This design comes from an exercise in tuning for small area and a short achievable clock period on the open sky130 flow, not from production work.
In this exercise RTL edits were held to simulation tests only and were not proved equivalent to the original.
Power and IR drop assume default switching activity.

==> design/flow/design.v <==
package crph_pkg;
  localparam int NUM_BUCKETS_DEF = 400;
  localparam logic [1:0] STATUS_CITY   = 2'd0;
  localparam logic [1:0] STATUS_ACCEPT = 2'd1;
  localparam logic [1:0] STATUS_ERROR  = 2'd2;
  localparam logic [7:0] CH_ZERO  = 8'h30;
  localparam logic [7:0] CH_NINE  = 8'h39;
  localparam logic [7:0] CH_COMMA = 8'h2C;
  localparam logic [7:0] CH_QUOTE = 8'h22;
  localparam logic [7:0] CH_PAREN = 8'h28;
  localparam logic [19:0] RANK_MAX = 20'hFFFFF;
  localparam logic [31:0] POP_MAX  = 32'hFFFFFFFF;
  localparam logic [9:0]  LEN_MAX  = 10'd1023;
  typedef struct packed {
    logic [1:0]  status;
    logic [7:0]  city_byte;
    logic [19:0] rank;
    logic [31:0] population;
    logic [9:0]  city_length;
    logic [8:0]  index_by_length;
    logic [8:0]  index_by_sum;
    logic [8:0]  index_by_product;
  } result_t;
  function automatic int idx_width(input int ts);
    if (ts > 1) idx_width = $clog2(ts);
    else idx_width = 1;
  endfunction
endpackage
module crph_prod_mod #(
  parameter int NUM_BUCKETS = crph_pkg::NUM_BUCKETS_DEF
) (
  input  logic                                         clk,
  input  logic                                         rst_n,
  input  logic                                         load,
  input  logic [7:0]                                   op_a,
  input  logic [7:0]                                   op_b,
  output logic [crph_pkg::idx_width(NUM_BUCKETS)-1:0] idx_o
);
  localparam int IW = crph_pkg::idx_width(NUM_BUCKETS);
  localparam logic [16:0] RECIP = 17'(65536 / NUM_BUCKETS);
  localparam logic [15:0] TS16  = 16'(NUM_BUCKETS);
  logic [15:0] prod_r;
  logic [15:0] quot_r;
  logic [15:0] mult_r;
  logic [32:0] quot_full;
  logic [31:0] mult_full;
  logic [15:0] rem;
  logic [15:0] rem_fix;
  assign quot_full = 33'(prod_r) * 33'(RECIP);
  assign mult_full = 32'(quot_r) * 32'(TS16);
  always_ff @(posedge clk) begin
    if (load) begin
      prod_r <= 16'(op_a) * 16'(op_b);
    end
    quot_r <= quot_full[31:16];
    mult_r <= mult_full[15:0];
  end
  assign rem     = prod_r - mult_r;
  assign rem_fix = (rem >= TS16) ? (rem - TS16) : rem;
  assign idx_o   = IW'(rem_fix);
endmodule
module crph_parse #(
  parameter int NUM_BUCKETS = crph_pkg::NUM_BUCKETS_DEF
) (
  input  logic              clk,
  input  logic              rst_n,
  input  logic              in_valid,
  input  logic              in_ready,
  input  logic [7:0]        in_char,
  input  logic              in_last,
  output logic              res_valid,
  output crph_pkg::result_t res
);
  localparam int IW = crph_pkg::idx_width(NUM_BUCKETS);
  localparam logic [IW:0]   TS_W   = (IW+1)'(NUM_BUCKETS);
  localparam logic [IW-1:0] TS_M1  = IW'(NUM_BUCKETS - 1);
  localparam logic [3:0] S_START      = 4'd0;
  localparam logic [3:0] S_RANK       = 4'd1;
  localparam logic [3:0] S_OPEN_CITY  = 4'd2;
  localparam logic [3:0] S_CITY       = 4'd3;
  localparam logic [3:0] S_AFTER_CITY = 4'd4;
  localparam logic [3:0] S_POP_OPEN   = 4'd5;
  localparam logic [3:0] S_POP        = 4'd6;
  localparam logic [3:0] S_SKIP       = 4'd7;
  logic [3:0]    state_r,   state_nxt;
  logic [19:0]   rank_r,    rank_nxt;
  logic [31:0]   pop_r,     pop_nxt;
  logic [9:0]    len_r,     len_nxt;
  logic [IW-1:0] len_mod_r, len_mod_nxt;
  logic [IW-1:0] sum_r,     sum_nxt;
  logic [7:0]    first_r,   first_nxt;
  logic          acc;
  logic          is_digit;
  logic [3:0]    digit;
  logic [23:0]   rank_mul;
  logic [35:0]   pop_mul;
  logic [IW:0]   sum_add;
  logic          prod_load;
  logic [IW-1:0] prod_idx;
  logic          emit;
  logic [1:0]    status;
  logic [IW-1:0] byte_mod [256];
  for (genvar g = 0; g < 256; g++) begin : g_byte_mod
    assign byte_mod[g] = IW'(g % NUM_BUCKETS);
  end
  assign acc      = in_valid && in_ready;
  assign is_digit = (in_char >= crph_pkg::CH_ZERO) && (in_char <= crph_pkg::CH_NINE);
  assign digit    = 4'(in_char - crph_pkg::CH_ZERO);
  assign rank_mul = (24'(rank_r) << 3) + (24'(rank_r) << 1) + 24'(digit);
  assign pop_mul  = (36'(pop_r) << 3) + (36'(pop_r) << 1) + 36'(digit);
  assign sum_add  = (IW+1)'(sum_r) + (IW+1)'(byte_mod[in_char]);
  always_comb begin
    state_nxt   = state_r;
    rank_nxt    = rank_r;
    pop_nxt     = pop_r;
    len_nxt     = len_r;
    len_mod_nxt = len_mod_r;
    sum_nxt     = sum_r;
    first_nxt   = first_r;
    prod_load   = 1'b0;
    emit        = 1'b0;
    status      = crph_pkg::STATUS_CITY;
    if (acc) begin
      unique case (state_r)
        S_START: begin
          if (is_digit) begin
            rank_nxt  = 20'(digit);
            state_nxt = S_RANK;
          end else begin
            emit   = 1'b1;
            status = crph_pkg::STATUS_ERROR;
          end
        end
        S_RANK: begin
          if (is_digit) begin
            rank_nxt = (rank_mul > 24'(crph_pkg::RANK_MAX)) ? crph_pkg::RANK_MAX
                                                             : rank_mul[19:0];
          end else if (in_char == crph_pkg::CH_COMMA) begin
            state_nxt = S_OPEN_CITY;
          end else begin
            emit   = 1'b1;
            status = crph_pkg::STATUS_ERROR;
          end
        end
        S_OPEN_CITY: begin
          if (in_char == crph_pkg::CH_QUOTE) begin
            state_nxt = S_CITY;
          end else begin
            emit   = 1'b1;
            status = crph_pkg::STATUS_ERROR;
          end
        end
        S_CITY: begin
          if (in_char == crph_pkg::CH_QUOTE) begin
            state_nxt = S_AFTER_CITY;
          end else begin
            if (len_r == 10'd0) begin
              first_nxt = in_char;
            end
            prod_load = (len_r == 10'd1);
            if (len_r < crph_pkg::LEN_MAX) begin
              len_nxt     = len_r + 10'd1;
              len_mod_nxt = (len_mod_r == TS_M1) ? '0 : len_mod_r + IW'(1);
            end
            sum_nxt = (sum_add >= TS_W) ? IW'(sum_add - TS_W) : IW'(sum_add);
            emit    = 1'b1;
            status  = crph_pkg::STATUS_CITY;
          end
        end
        S_AFTER_CITY: begin
          if (in_char == crph_pkg::CH_COMMA) begin
            state_nxt = S_POP_OPEN;
          end else begin
            emit   = 1'b1;
            status = crph_pkg::STATUS_ERROR;
          end
        end
        S_POP_OPEN: begin
          if (in_char == crph_pkg::CH_QUOTE) begin
            state_nxt = S_POP;
          end else if (in_char == crph_pkg::CH_PAREN) begin
            pop_nxt = '0;
            emit    = 1'b1;
            status  = crph_pkg::STATUS_ACCEPT;
          end else begin
            emit   = 1'b1;
            status = crph_pkg::STATUS_ERROR;
          end
        end
        S_POP: begin
          if (is_digit) begin
            pop_nxt = (pop_mul > 36'(crph_pkg::POP_MAX)) ? crph_pkg::POP_MAX
                                                          : pop_mul[31:0];
          end else if (in_char == crph_pkg::CH_QUOTE) begin
            emit   = 1'b1;
            status = crph_pkg::STATUS_ACCEPT;
          end else if (in_char != crph_pkg::CH_COMMA) begin
            emit   = 1'b1;
            status = crph_pkg::STATUS_ERROR;
          end
        end
        S_SKIP: begin
        end
        default: begin
          emit   = 1'b1;
          status = crph_pkg::STATUS_ERROR;
        end
      endcase
      if (in_last && (state_r != S_SKIP) && (!emit || status == crph_pkg::STATUS_CITY)) begin
        emit   = 1'b1;
        status = crph_pkg::STATUS_ERROR;
      end
      if (in_last) begin
        state_nxt   = S_START;
        rank_nxt    = '0;
        pop_nxt     = '0;
        len_nxt     = '0;
        len_mod_nxt = '0;
        sum_nxt     = '0;
        first_nxt   = '0;
      end else if (emit && status != crph_pkg::STATUS_CITY) begin
        state_nxt = S_SKIP;
      end
    end
  end
  always_ff @(posedge clk) begin
    if (!rst_n) begin
      state_r   <= S_START;
      rank_r    <= '0;
      pop_r     <= '0;
      len_r     <= '0;
      len_mod_r <= '0;
      sum_r     <= '0;
      first_r   <= '0;
    end else begin
      state_r   <= state_nxt;
      rank_r    <= rank_nxt;
      pop_r     <= pop_nxt;
      len_r     <= len_nxt;
      len_mod_r <= len_mod_nxt;
      sum_r     <= sum_nxt;
      first_r   <= first_nxt;
    end
  end
  crph_prod_mod #(
    .NUM_BUCKETS (NUM_BUCKETS)
  ) u_prod_mod (
    .clk   (clk),
    .rst_n (rst_n),
    .load  (prod_load),
    .op_a  (first_r),
    .op_b  (in_char),
    .idx_o (prod_idx)
  );
  always_comb begin
    res        = '0;
    res.status = status;
    if (status == crph_pkg::STATUS_CITY) begin
      res.city_byte = in_char;
    end else if (status == crph_pkg::STATUS_ACCEPT) begin
      res.rank             = rank_r;
      res.population       = pop_r;
      res.city_length      = len_r;
      res.index_by_length  = 9'(16'(len_mod_r));
      res.index_by_sum     = 9'(16'(sum_r));
      res.index_by_product = (len_r < 10'd2) ? 9'd0 : 9'(16'(prod_idx));
    end
  end
  assign res_valid = emit;
endmodule
module crph_out_buf (
  input  logic              clk,
  input  logic              rst_n,
  input  logic              push,
  input  crph_pkg::result_t push_data,
  output logic              in_ready,
  output logic              out_valid,
  input  logic              out_ready,
  output crph_pkg::result_t out_data
);
  logic              out_valid_r;
  logic              skid_valid_r;
  crph_pkg::result_t out_data_r;
  crph_pkg::result_t skid_data_r;
  always_ff @(posedge clk) begin
    if (!rst_n) begin
      out_valid_r  <= 1'b0;
      skid_valid_r <= 1'b0;
    end else if (!out_valid_r || out_ready) begin
      if (skid_valid_r) begin
        out_valid_r  <= 1'b1;
        skid_valid_r <= 1'b0;
      end else begin
        out_valid_r <= push;
      end
    end else if (push) begin
      skid_valid_r <= 1'b1;
    end
  end
  always_ff @(posedge clk) begin
    if (!out_valid_r || out_ready) begin
      out_data_r <= skid_valid_r ? skid_data_r : push_data;
    end else if (push) begin
      skid_data_r <= push_data;
    end
  end
  assign in_ready  = !skid_valid_r;
  assign out_valid = out_valid_r;
  assign out_data  = out_data_r;
endmodule
module csv_record_parse_and_hash #(
  parameter int NUM_BUCKETS = crph_pkg::NUM_BUCKETS_DEF
) (
  input  logic         clk,
  input  logic         rst_n,
  input  logic         in_tvalid,
  output logic         in_tready,
  input  logic [7:0]   in_tdata,    
  input  logic         in_tlast,    
  output logic         out_tvalid,
  input  logic         out_tready,
  output logic [103:0] out_tdata,   
  output logic [1:0]   out_tuser    
);
  logic              res_valid;
  crph_pkg::result_t res;
  crph_pkg::result_t out_word;
  crph_parse #(
    .NUM_BUCKETS (NUM_BUCKETS)
  ) u_parse (
    .clk       (clk),
    .rst_n     (rst_n),
    .in_valid  (in_tvalid),
    .in_ready  (in_tready),
    .in_char   (in_tdata),
    .in_last   (in_tlast),
    .res_valid (res_valid),
    .res       (res)
  );
  crph_out_buf u_out_buf (
    .clk       (clk),
    .rst_n     (rst_n),
    .push      (res_valid),
    .push_data (res),
    .in_ready  (in_tready),
    .out_valid (out_tvalid),
    .out_ready (out_tready),
    .out_data  (out_word)
  );
  assign out_tuser = out_word.status;
  assign out_tdata = {7'd0,
                      out_word.index_by_product,
                      out_word.index_by_sum,
                      out_word.index_by_length,
                      out_word.city_length,
                      out_word.population,
                      out_word.rank,
                      out_word.city_byte};
endmodule
==> design/flow/run.sh <==
#!/bin/bash
# synth_recipe.tcl (not shown) runs the flow's synth.tcl, then flattens the netlist and writes it again
# the make line also repeats each setting of config.mk as NAME=value (left out here)
make -C /OpenROAD-flow-scripts/flow DESIGN_CONFIG=/design/flow/config.mk WORK_HOME=/design/flow/orfs CLKGATE_MAP_FILE= SYNTH_SCRIPT=/design/flow/synth_recipe.tcl finish
==> design/flow/config.mk <==
export PLATFORM = sky130hd
export DESIGN_NAME = csv_record_parse_and_hash
export DESIGN_NICKNAME = csv_record_parse_and_hash
export VERILOG_FILES = /design/flow/design.v
export SDC_FILE = /design/flow/constraint.sdc
export NUM_CORES = 4
export LEC_CHECK = 0
export CAP_MARGIN = 20
export CORE_MARGIN = 2
export CORE_UTILIZATION = 40
export SLEW_MARGIN = 20
==> design/flow/constraint.sdc <==
create_clock -name core_clock -period 5.5 [get_ports {clk}]
set_input_delay 1.1000 -clock core_clock [delete_from_list [all_inputs] [get_ports {clk}]]
set_output_delay 1.1000 -clock core_clock [all_outputs]
set_load 0.01 [all_outputs]
==> notes.md <==
worst paths after layout:
check                                             startpoint                             to  slack, ps
worst max-delay path                             in_tdata[3]  u_parse.u_prod_mod.prod_r[15]        230
worst min-delay path            u_parse.u_prod_mod.quot_r[2]   u_parse.u_prod_mod.mult_r[6]        380
worst max register to register            u_parse.first_r[2]  u_parse.u_prod_mod.prod_r[14]        900
worst min register to register  u_parse.u_prod_mod.quot_r[2]   u_parse.u_prod_mod.mult_r[6]        380
layer usage:
| layer | share of wire, % | vias to the layer above | routed length (um) | global-route usage (%) |
|---|---|---|---|---|
| li1 | - | 7463 | - | - |
| met1 | 49 | 7269 | 23200 | 24.6 |
| met2 | 44 | 338 | 20900 | 27.6 |
| met3 | 4.5 | 66 | 2140 | 2.30 |
| met4 | 2.2 | 0 | 1040 | 4.79 |
| met5 | 0 | - | 0 | 0 |
synthesized netlist by cell type, drive strengths merged (8+ instances only):
| master | instances |
|---|---|
| nand3 | 36 |
| edfxtp | 214 |
| ha | 270 |
| o21bai | 12 |
| o2111ai | 8 |
| a21o | 127 |
| o211ai | 13 |
| and3 | 13 |
| or3 | 12 |
| o31ai | 8 |
| nand2b | 14 |
| and2 | 143 |
| a31oi | 13 |
| nor3 | 20 |
| nand2 | 119 |
| nand4 | 12 |
| xor2 | 42 |
| inv | 165 |
| a211oi | 14 |
| o21ai | 63 |
| a221o | 46 |
| nor2b | 15 |
| xnor2 | 57 |
| fa | 65 |
| dfxtp | 113 |
| a22oi | 10 |
| a21oi | 102 |
| mux2 | 10 |
| clkbuf | 63 |
| buf | 13 |
| nor2 | 119 |
flip-flops by register name (all words and copies together), names as in the netlist, 9 cells and up:
name,cells
u_out_buf.out_data_r,99
u_parse.len_r,10
u_parse.u_prod_mod.prod_r,16
u_parse.rank_r,20
u_out_buf.skid_data_r,99
u_parse.len_mod_r,9
u_parse.pop_r,32
u_parse.u_prod_mod.mult_r,12
u_parse.sum_r,9
stage by stage:
stage | hold slack (ps) | TNS [ps] | area [sq um]
after floorplan | 358 | 0 | 21400
after global placement | 373 | -872 | 23500
after detailed placement | 373 | -1180 | 23500
after CTS | 380 | 0 | 24700
after global routing | 385 | 0 | 24700
final | 376 | 0 | 24700
cell usage in the layout, fill, tap and decap left out, types with 38 or more instances in the layout:
cell type / instances
xnor2_1: 56
a221o_1: 46
a21o_1: 127
edfxtp_1: 214
a21oi_1: 100
nand2_1: 118
dfxtp_1: 112
ha_1: 270
nor2_1: 115
fa_1: 65
clkbuf_16: 38
xor2_1: 39
inv_1: 165
and2_1: 142
buf_4: 44
clkdlybuf4s50_1: 111
o21ai_0: 43
logic make-up (layout without fill, tap and decap cells):
group / Yosys count / count (layout) / share of synthesized area (%)
buf+inv: 241 / 390 / 4.50
fa+ha+maj: 335 / 335 / 21.9
flops: 327 / 327 / 40.6
simple gates: 529 / 529 / 12.7
other cells: 1 / 8 / 0.0175
mux: 14 / 14 / 0.789
compound gates: 462 / 462 / 15.4
xor+xnor: 99 / 99 / 4.19
layout make-up:
type	instances	area (sq um)
Fill cell	4859	28100
Inverter	165	619
Tap cell	688	861
Sequential cell	327	8690
Antenna cell	1	2.50
Clock inverter	15	164
Multi-Input combinational cell	1446	11800
Timing Repair Buffer	159	1510
Clock buffer	51	1040
where the power goes:
group	switching, uW	total, uW	internal (uW)
combinational	264	481	217
clock	974	2440	1460
sequential	48.8	2740	2690
worst max-delay path, stage by stage:
cell             delay (ps)
clkdlybuf4s50_1         410
buf_4                   180
and2_1                  180
fa_1                    420
fa_1                    550
inv_1                    60
fa_1                    470
fa_1                    550
inv_1                    40
ha_1                    320
o21ai_1                 120
a21boi_0                140
o21ai_1                 170
a21oi_1                 120
nand4_1                 120
nand3_1                 110
o41a_1                  350
xnor2_1                 130
==> metrics.cfg <==
[power_and_ir_drop]
p_per_area_nw_per_um2=229
peakVddDrop_mv=0.166
power.leakage_uw=0.0119
totalPowerFinal_uw=5660

[timing]
fin_ws_ps=228
hold_viol_final=0
slew_headroom_pct=39.2
rsz0062_at_grt=no
max_freq_mhz=190
setup_violations=0
tightestPinTransition_ps=912
timing.final.crit_share_pct=95.9
period_needed_ps=5270
final.setup_skew_ps=20.5
slew_viol_final=0

[grt]
grt_max_degree=82
grt_usage_pct=17.3
grt-ovfl-total=0
grt_pass1_wl_um=78700
antenna_found_initial=2
grt_pass1_vias=15100

[die]
dieHeight_um=235
fp-row-count=84
core_sq_um=52800
ios=121
dieArea_sq_um=55400
start_util_pct=40.6
die_x_um=235

[cts]
cts_hold_buf=0
clockBufferDepth=3
clk_pin_slew_ps=60
clock_latency_ps=540
numCtsBuffers=36
htree_levels=2
cts_setup_buffers=0
clkSinkCount=327
post_cts_resized=0
cts.root.buffer_cell=clkbuf_16
tritoncts=done

[setup_path]
arrival_ps=5550
reg2reg_depth=13
crit_path_start_kind=input pin
critPathKind=in2reg
setup.worst_path.end_class=register
worstPathRequired_ps=5780
worstPathMaxFanout=8

[logic_synthesis]
synthCells=2008
synth_ff_type=edfxtp_1
ys_ff_latch=327
synth_edf_count=214
synth.avg_cell_area_sq_um=10.7
synth.distinct_cells=87
yosys.area.top_type=edfxtp_1
synth_top_area_share_pct=30.0
seq_area_frac_synth_pct=40.6
async_reset_ff_share_pct=0
netlist_area_sq_um=21400
yosys_warnings=4
synth.area.top_cells=edfxtp_1 30%, ha_1 16%, dfxtp_1 11%, fa_1 6.1%, a21o_1 4.5%

[cells_and_area]
post-route-util_pct=46.8
layout-drive-gt1-share_pct=6.70
syn2layout_area_growth_pct=15.4
instances_no_fill=2852
finalNetCount=2483

[run_status]
status=finished clean

[place]
placed_cells_incl_taps=2785
io_buffer_count=113
gp_congestion=0.868
hpwl_um=35400
place_ws_ps=-414

[route]
firstDrtPassIters=5
vias_per_cell=5.31
wl_per_cell_um=16.6
drt-initial-drc-count=788
ant_nets=0
wl_um=47300
vias=15100
route.detailed.drc=0

[hold_path]
hold_class=reg2reg
hold_depth=0

[job]
cap_violations=0

==> afterwards: timing with drivers on the ports <==
How much do the figures lean on ideal ports? The routed layout below was timed once more, with nothing changed but the port constraints.
Step 1 (the two cells are an assumption about what drives the block):
set clk [get_ports {clk}]
set_driving_cell -lib_cell sky130_fd_sc_hd__clkbuf_16 $clk
set_driving_cell -lib_cell sky130_fd_sc_hd__buf_2 [delete_from_list [all_inputs] $clk]
Step 2, shift: input delay + t, output delay - t, t = (earliest + latest rising clock arrival at the registers) / 2. This alone moves slack from input paths to output paths.
a / b / c = no drivers / after step 1 / after step 2; a / b = the first two.
shift t [ns]: 0.589
setup WS [ns]: 0.228 / 0.257 / -0.332
hold WS [ns]: 0.376 / 0.376 / 0.376
clock arrival spread, ns: 0.022 / 0.023
cell pins on the clock port's net: 1
Met with ideal ports but missed after step 2: setup timing in this run. The setup slack of this run moves by +0.029 ns with the drivers and by -0.560 ns with both steps.
